Background: an optimization exercise with open tools, aiming at small area, a short achievable clock period and few clock cycles per item. Do not read the settings as production practice. At most, simulation tests tie the RTL to the original design; equivalence was not proved. Power is estimated from default activity; no workload was simulated.

== P ==
Design ascii_arith_command_interpreter, start of the top module:
module ascii_arith_command_interpreter (
   input  logic        clock,
   input  logic        reset,
   input  logic        req_valid,
   output logic        req_ready,
   input  logic [7:0]  req_byte_req,
   output logic        rsp_valid,
   input  logic        rsp_ready,
   output logic [2:0]  rsp_status,
   output logic [31:0] rsp_value
);
Settings: LEC_CHECK=0, CAP_MARGIN=20, CORE_MARGIN=2, CORE_UTILIZATION=40, SETUP_SLACK_MARGIN=5, SLEW_MARGIN=20; clock period 10.0 ns.
run.sh (not shown) runs the stock make flow with config.mk's settings and CLKGATE_MAP_FILE= SYNTH_SCRIPT=/design/flow/synth_recipe.tcl, a recipe that flattens the netlist after the stock synthesis.
Per the final summary, P finished and its layout is clean on timing, DRC and antenna.
The inputs of Q differ from those of P as listed below.
Settings: SETUP_SLACK_MARGIN: 5 -> unset.
==> flow/flow/run.sh (new file) <==
#!/bin/bash
# Standard layout with a deeper setup repair target; tool output goes to standard.log here.
bash standard.sh SETUP_SLACK_MARGIN=7 finish > standard.log 2>&1
==> flow/standard.sh (new file) <==
#!/bin/bash
# synth_recipe.tcl (not shown) runs the flow's synth.tcl, then flattens the netlist and writes it again
# the make line also repeats each setting of config.mk as NAME=value (left out here)
make -C /OpenROAD-flow-scripts/flow DESIGN_CONFIG=/design/flow/config.mk WORK_HOME=/design/flow/orfs CLKGATE_MAP_FILE= SYNTH_SCRIPT=/design/flow/synth_recipe.tcl "${@:-finish}"
removed: flow/run.sh
Notes after the runs:
Q gives less maximum fanout count along the critical path than P did. Of P and Q, the higher first-iteration DRC count belongs to P. Comparing P and Q, ratio of total power to cell area is higher on Q. Post-route fraction of the period consumed by the critical path for Q is lower than for P. Comparing P and Q, filler cell count is higher on P. Register-to-register slack: Q vs P up 530 ps. Vias: Q above P.
No functional check of the RTL was part of any run of this note.

* * *

ascii_arith_command_interpreter, a different RTL version from the one above (not shown whole).
Size in the first run: roughly 1100 cells after synthesis, ~140 flip-flops, roughly 0.011 mm^2 of cells after synthesis.
==> flow/config.mk <==
export PLATFORM = sky130hd
export DESIGN_NAME = ascii_arith_command_interpreter
export DESIGN_NICKNAME = ascii_arith_command_interpreter
export VERILOG_FILES = /design/flow/design.v
export SDC_FILE = /design/flow/constraint.sdc
export NUM_CORES = 4
export LEC_CHECK = 0
export CAP_MARGIN = 20
export CORE_MARGIN = 2
export CORE_UTILIZATION = 40
export SLEW_MARGIN = 20
==> flow/constraint.sdc <==
create_clock -name core_clock -period 10.0 [get_ports {clock}]
set_input_delay 2.0000 -clock core_clock [delete_from_list [all_inputs] [get_ports {clock}]]
set_output_delay 2.0000 -clock core_clock [all_outputs]
set_load 0.01 [all_outputs]
standard.sh (not shown) runs the stock make flow with config.mk's settings and CLKGATE_MAP_FILE= SYNTH_SCRIPT=/design/flow/synth_recipe.tcl, a recipe that flattens the netlist after the stock synthesis.
==> flow/flow/run.sh <==
#!/bin/bash
# Standard layout with a deeper setup repair target; tool output goes to standard.log here.
bash standard.sh SETUP_SLACK_MARGIN=7.5 finish > standard.log 2>&1
Testbench counts at the start, summed over its fixed seeds: cycles 85,220, lines 3,200.
Rerun with:
==> flow/flow/run.sh (replaced) <==
#!/bin/bash
# Standard layout with a deeper setup repair target; tool output goes to standard.log here.
bash standard.sh SETUP_SLACK_MARGIN=7 finish > standard.log 2>&1
Synthesized cell count stays the same.
Via count goes down by about 8%.
Global-route usage is lower by 1.8 points.
Cell area drops by about 14%.
Total power shrinks by 4.7%.
Rerun with:
==> flow/flow/run.sh (replaced) <==
#!/bin/bash
# The standard layout, with the setup repair aiming for 6.9 ns of slack at the 10 ns clock
# (a 3.1 ns path target, about what the output paths allow) instead of none, so repair_timing
# works towards the period the design can reach.  Each tool's output goes to standard.log here.
bash standard.sh SETUP_SLACK_MARGIN=6.9 finish > standard.log 2>&1
Settings changed: CORE_UTILIZATION 40 to 45.
Outcome: Routed wire length increases slightly. Clock-buffer cell count rose by 3. Power rises slightly. Cell count fell by a few percent. Design area drops slightly. Non-clock buffer count shrinks by 6. Utilization climbs by 4.9 points. First-iteration DRC count rose by roughly a tenth. Setup slack is better by 7.0 ps. Sequential share of layout area rises by 0.28 points.
Rerun with:
==> flow/flow/run.sh (replaced) <==
#!/bin/bash
bash standard.sh SETUP_SLACK_MARGIN=6.8 finish > standard.log 2>&1
Settings changed: CORE_UTILIZATION 45 to 40.
What happened: Setup slack is worse by 94 ps; clock skew fell by 5.5 ps; register-to-register slack improves by 20 ps; total power falls slightly; final area is higher slightly; sequential power went down by a few percent; routed wire length drops by a few percent; via count fell slightly; sequential share of layout area decreases by 0.16 points; die area rose by roughly a tenth; non-clock buffer count fell by 9.

* * *

## xenon
ascii_arith_command_interpreter again, from the RTL that the note above started with.
export LEC_CHECK = 0
export CAP_MARGIN = 20
export CORE_MARGIN = 2
export CORE_UTILIZATION = 50
export SLEW_MARGIN = 20
create_clock -name core_clock -period 10.0 [get_ports {clock}]
==> flow/flow/run.sh <==
#!/bin/bash
# Standard layout with a deeper setup repair target; tool output goes to standard.log here.
bash standard.sh SETUP_SLACK_MARGIN=7 finish > standard.log 2>&1
No stage failed in xenon, and the final checks on the layout all came back clean.
Testbench counts of xenon, summed over its fixed seeds: cycles 85,220, lines 3,200.
The following lists how sierra was set up differently from xenon:
- changing CORE_UTILIZATION from 50 to 40
-- flow/flow/run.sh --
<<< xenon, line 3
bash standard.sh SETUP_SLACK_MARGIN=7 finish > standard.log 2>&1
>>> sierra, line 3
bash standard.sh SETUP_SLACK_MARGIN=6.9 finish > standard.log 2>&1
==> summary.txt <==
From xenon to sierra the numbers moved as follows: global-route wire length before repair ~0 delta; per-cell routed wire length -6.7%; clock insertion delay at the later pin of the skew report ~0 delta; number of design-rule violations left by the first detailed-router iteration +53. Worst slew margin relative to its limit delta (sierra − xenon): unfavourable. sierra -> xenon: remaining global-route overflow delta 0, exact match. Note that the count of plain and timing-repair buffers recorded for sierra amounts to 0.77 times the value seen in xenon.
The following lists how nickel was set up differently from sierra:
- CTS_CLUSTER_DIAMETER now 150, previously not set
- CTS_CLUSTER_SIZE now 40, previously not set
Results
nickel was carried through to the last stage, and its layout satisfied the timing, DRC and antenna checks.
In summary, sierra completed successfully, with a layout that passed the timing, DRC and antenna checks.
Re fraction of the core area covered by cells at the end of the flow: no difference whatsoever between nickel and sierra.
Status: total iterations of the first detailed-routing run parity (nickel, sierra)
Delta (nickel minus sierra): number of levels in the clock H-tree stayed essentially flat, number of hold-slack violations in the final timing report saw little to no change, post-synthesis share of cell area spent on and, or, nand and nor gates shows no meaningful change, areal power density over the cells held steady.
> inputs changed (nickel -> fjord)
- a deleted CTS_CLUSTER_DIAMETER that had been 150
- an added CTS_BUF_LIST of sky130_fd_sc_hd__clkbuf_8
- a change of CTS_CLUSTER_SIZE from 40 to 30
-- flow/flow/run.sh --
<<< nickel, line 3
bash standard.sh SETUP_SLACK_MARGIN=6.9 finish > standard.log 2>&1
>>> fjord, line 3
bash standard.sh SETUP_SLACK_MARGIN=7 finish > standard.log 2>&1
[summary]
Summary of fjord over nickel: global-route wire length before repair essentially unchanged, pre-CTS worst setup slack shows an increase of 0.012 ns, cell-internal power decreased about 12%, final setup skew closely matched the old numbers.
What tundra does differently from fjord at the input level:
- a deleted CTS_BUF_LIST that had been sky130_fd_sc_hd__clkbuf_8
==> comparison <==
Sort fjord and tundra by total power divided by cell area asc -> top: fjord
Relative to fjord, part of the total power dissipated in sequential elements decreased by 4.6 points in tundra.
For cell row count, tundra and fjord come out practically identical.
Compound-gate portion of the synthesized area: fjord vs tundra identical
Going from fjord to tundra, clock network area share grows by 1.4 points.
fjord and tundra ended up with nearly the same detailed-route via count.
Worst clock skew down 0.0040 ns in tundra wrt fjord
Setup changes, tundra to harbor
- clearing CTS_CLUSTER_SIZE, which used to be 30
- putting PLACE_DENSITY at 0.75 where nothing was set
==> flow/flow/run.sh <==
#!/bin/bash
# The standard layout, with the setup repair aiming for 6.9 ns of slack at the 10 ns clock
# (a 3.1 ns path target, about what the output paths allow) instead of none, so repair_timing
# works towards the period the design can reach.  Each tool's output goes to standard.log here.
bash standard.sh SETUP_SLACK_MARGIN=6.9 finish > standard.log 2>&1
### Flow results
Summary of harbor over tundra: wire length now sits lower, area fraction of clock buffers and clock inverters now sits at about the same level, utilization now sits lower, placed instance area level.

* * *

Setup of old:
Another version of the RTL of ascii_arith_command_interpreter (not shown whole).
Size in the first run: roughly 110 flip-flops, about 49 I/O pins, roughly 9800 um2 of cells after synthesis.
clock: 10.0 ns
lec_check: 0
cap_margin: 20
core_margin: 2
core_utilization: 40
slew_margin: 20
run.sh (not shown) runs the stock make flow with config.mk's settings and CLKGATE_MAP_FILE= SYNTH_SCRIPT=/design/flow/synth_recipe.tcl, a recipe that flattens the netlist after the stock synthesis.
Stock flow here: none of the scripts above is used.
Setup changes, old to new
Settings: putting SETUP_SLACK_MARGIN at 5 where nothing was set.
- Summary of new over old: post-route cell area moved up; count of plain and timing-repair buffers in the layout moved up; top fanout value on the critical path moved down; post-place instance area moved up.
- r_ff[23]$_SDFFCE_PN0P_ as the endpoint of the worst setup timing path was reported by old, and r_ff[24]$_SDFFCE_PN0P_ by new.
- In new the share of the clock period used by the worst path turned out 18 points lower than in old.
- new vs old: global-route met1 utilization up
No functional check of the RTL was part of any run of this note.

* * *

Setup of garnet:
Another version of the RTL of ascii_arith_command_interpreter (not shown whole).
For scale: about 1,000 cells after synthesis, ~120 flip-flops, ~9900 sq um of cells after synthesis.
==> flow/config.mk <==
export PLATFORM = sky130hd
export DESIGN_NAME = ascii_arith_command_interpreter
export DESIGN_NICKNAME = ascii_arith_command_interpreter
export VERILOG_FILES = /design/flow/design.v
export SDC_FILE = /design/flow/constraint.sdc
export NUM_CORES = 4
export LEC_CHECK = 0
export CAP_MARGIN = 20
export CORE_MARGIN = 2
export CORE_UTILIZATION = 40
export SLEW_MARGIN = 20
==> flow/constraint.sdc <==
create_clock -name core_clock -period 10.0 [get_ports {clock}]
set_input_delay 2.0000 -clock core_clock [delete_from_list [all_inputs] [get_ports {clock}]]
set_output_delay 2.0000 -clock core_clock [all_outputs]
set_load 0.01 [all_outputs]
standard.sh (not shown) runs the stock make flow with config.mk's settings and CLKGATE_MAP_FILE= SYNTH_SCRIPT=/design/flow/synth_recipe.tcl, a recipe that flattens the netlist after the stock synthesis.
==> flow/flow/run.sh <==
#!/bin/bash
# Standard layout with a deeper setup repair target; tool output goes to standard.log here.
bash standard.sh SETUP_SLACK_MARGIN=6.5 finish > standard.log 2>&1
garnet went all the way through synthesis, placement and routing and the layout is clean on timing, DRC and antenna.
Testbench counts of garnet, summed over its fixed seeds: cycles 85,220, lines 3,200.
What yarrow does differently from garnet at the input level:
Settings: putting SETUP_SLACK_MARGIN at 5 where nothing was set.
==> flow/run.sh (new file) <==
#!/bin/bash
# synth_recipe.tcl (not shown) runs the flow's synth.tcl, then flattens the netlist and writes it again
# the make line also repeats each setting of config.mk as NAME=value (left out here)
make -C /OpenROAD-flow-scripts/flow DESIGN_CONFIG=/design/flow/config.mk WORK_HOME=/design/flow/orfs CLKGATE_MAP_FILE= SYNTH_SCRIPT=/design/flow/synth_recipe.tcl finish
removed: flow/flow/run.sh
removed: flow/standard.sh
Results
Looking at source of the critical timing path, the ps4_ff result is from garnet; the req_byte_req[1] one comes from yarrow.
Looking at clock share of power, yarrow sits 3.2 points higher than garnet does.
yarrow consumes less power than garnet does.
Between garnet and yarrow, global-route usage decreased.

-- static timing again, ports no longer ideal --
How much do the figures lean on ideal ports? The routed layouts below were timed once more, with nothing changed but the port constraints. Step 1, drivers: a clkbuf_16 drives clock and a buf_2 each remaining input, both assumed. Step 2 times the ports against the registers' clock, not the clock port: input delays grow and output delays shrink by t, the midpoint of the rising clock arrivals with the driver on. Three values: no drivers, after step 1, after step 2; two values: the first two.
run	t, ns	slack for setup (ns)	hold WS [ns]
P	0.399	5.281 / 5.281 / 5.281	0.452 / 0.452 / 0.452
Q	0.416	5.809 / 5.809 / 5.809	0.453 / 0.453 / 0.453
the first run of note 2	0.491	6.895 / 6.844 / 6.574	0.454 / 0.454 / 0.454
the second run of note 2	0.486	6.915 / 6.864 / 6.568	0.455 / 0.455 / 0.455
the third run of note 2	0.484	6.922 / 6.869 / 6.493	0.470 / 0.470 / 0.470
the fourth run of note 2	0.482	6.828 / 6.776 / 6.428	0.460 / 0.460 / 0.460
xenon	0.477	6.936 / 6.888 / 6.601	0.454 / 0.454 / 0.454
sierra	0.477	6.920 / 6.869 / 6.495	0.487 / 0.487 / 0.487
nickel	0.477	6.920 / 6.869 / 6.495	0.487 / 0.487 / 0.487
fjord	0.517	6.874 / 6.827 / 6.568	0.458 / 0.458 / 0.458
tundra	0.486	6.915 / 6.864 / 6.568	0.455 / 0.455 / 0.455
harbor	0.479	6.925 / 6.877 / 6.501	0.465 / 0.465 / 0.465
old	0.409	3.149 / 3.149 / 3.149	0.465 / 0.465 / 0.465
new	0.400	4.930 / 4.930 / 4.930	0.449 / 0.449 / 0.449
garnet	0.466	5.835 / 5.835 / 5.433	0.471 / 0.471 / 0.471
yarrow	0.466	5.259 / 5.277 / 4.811	0.477 / 0.477 / 0.477
After both steps setup and hold are still met in every run listed. For yarrow, which loses most, drivers alone change the setup slack by +0.018 ns; drivers and shift together by -0.448 ns.
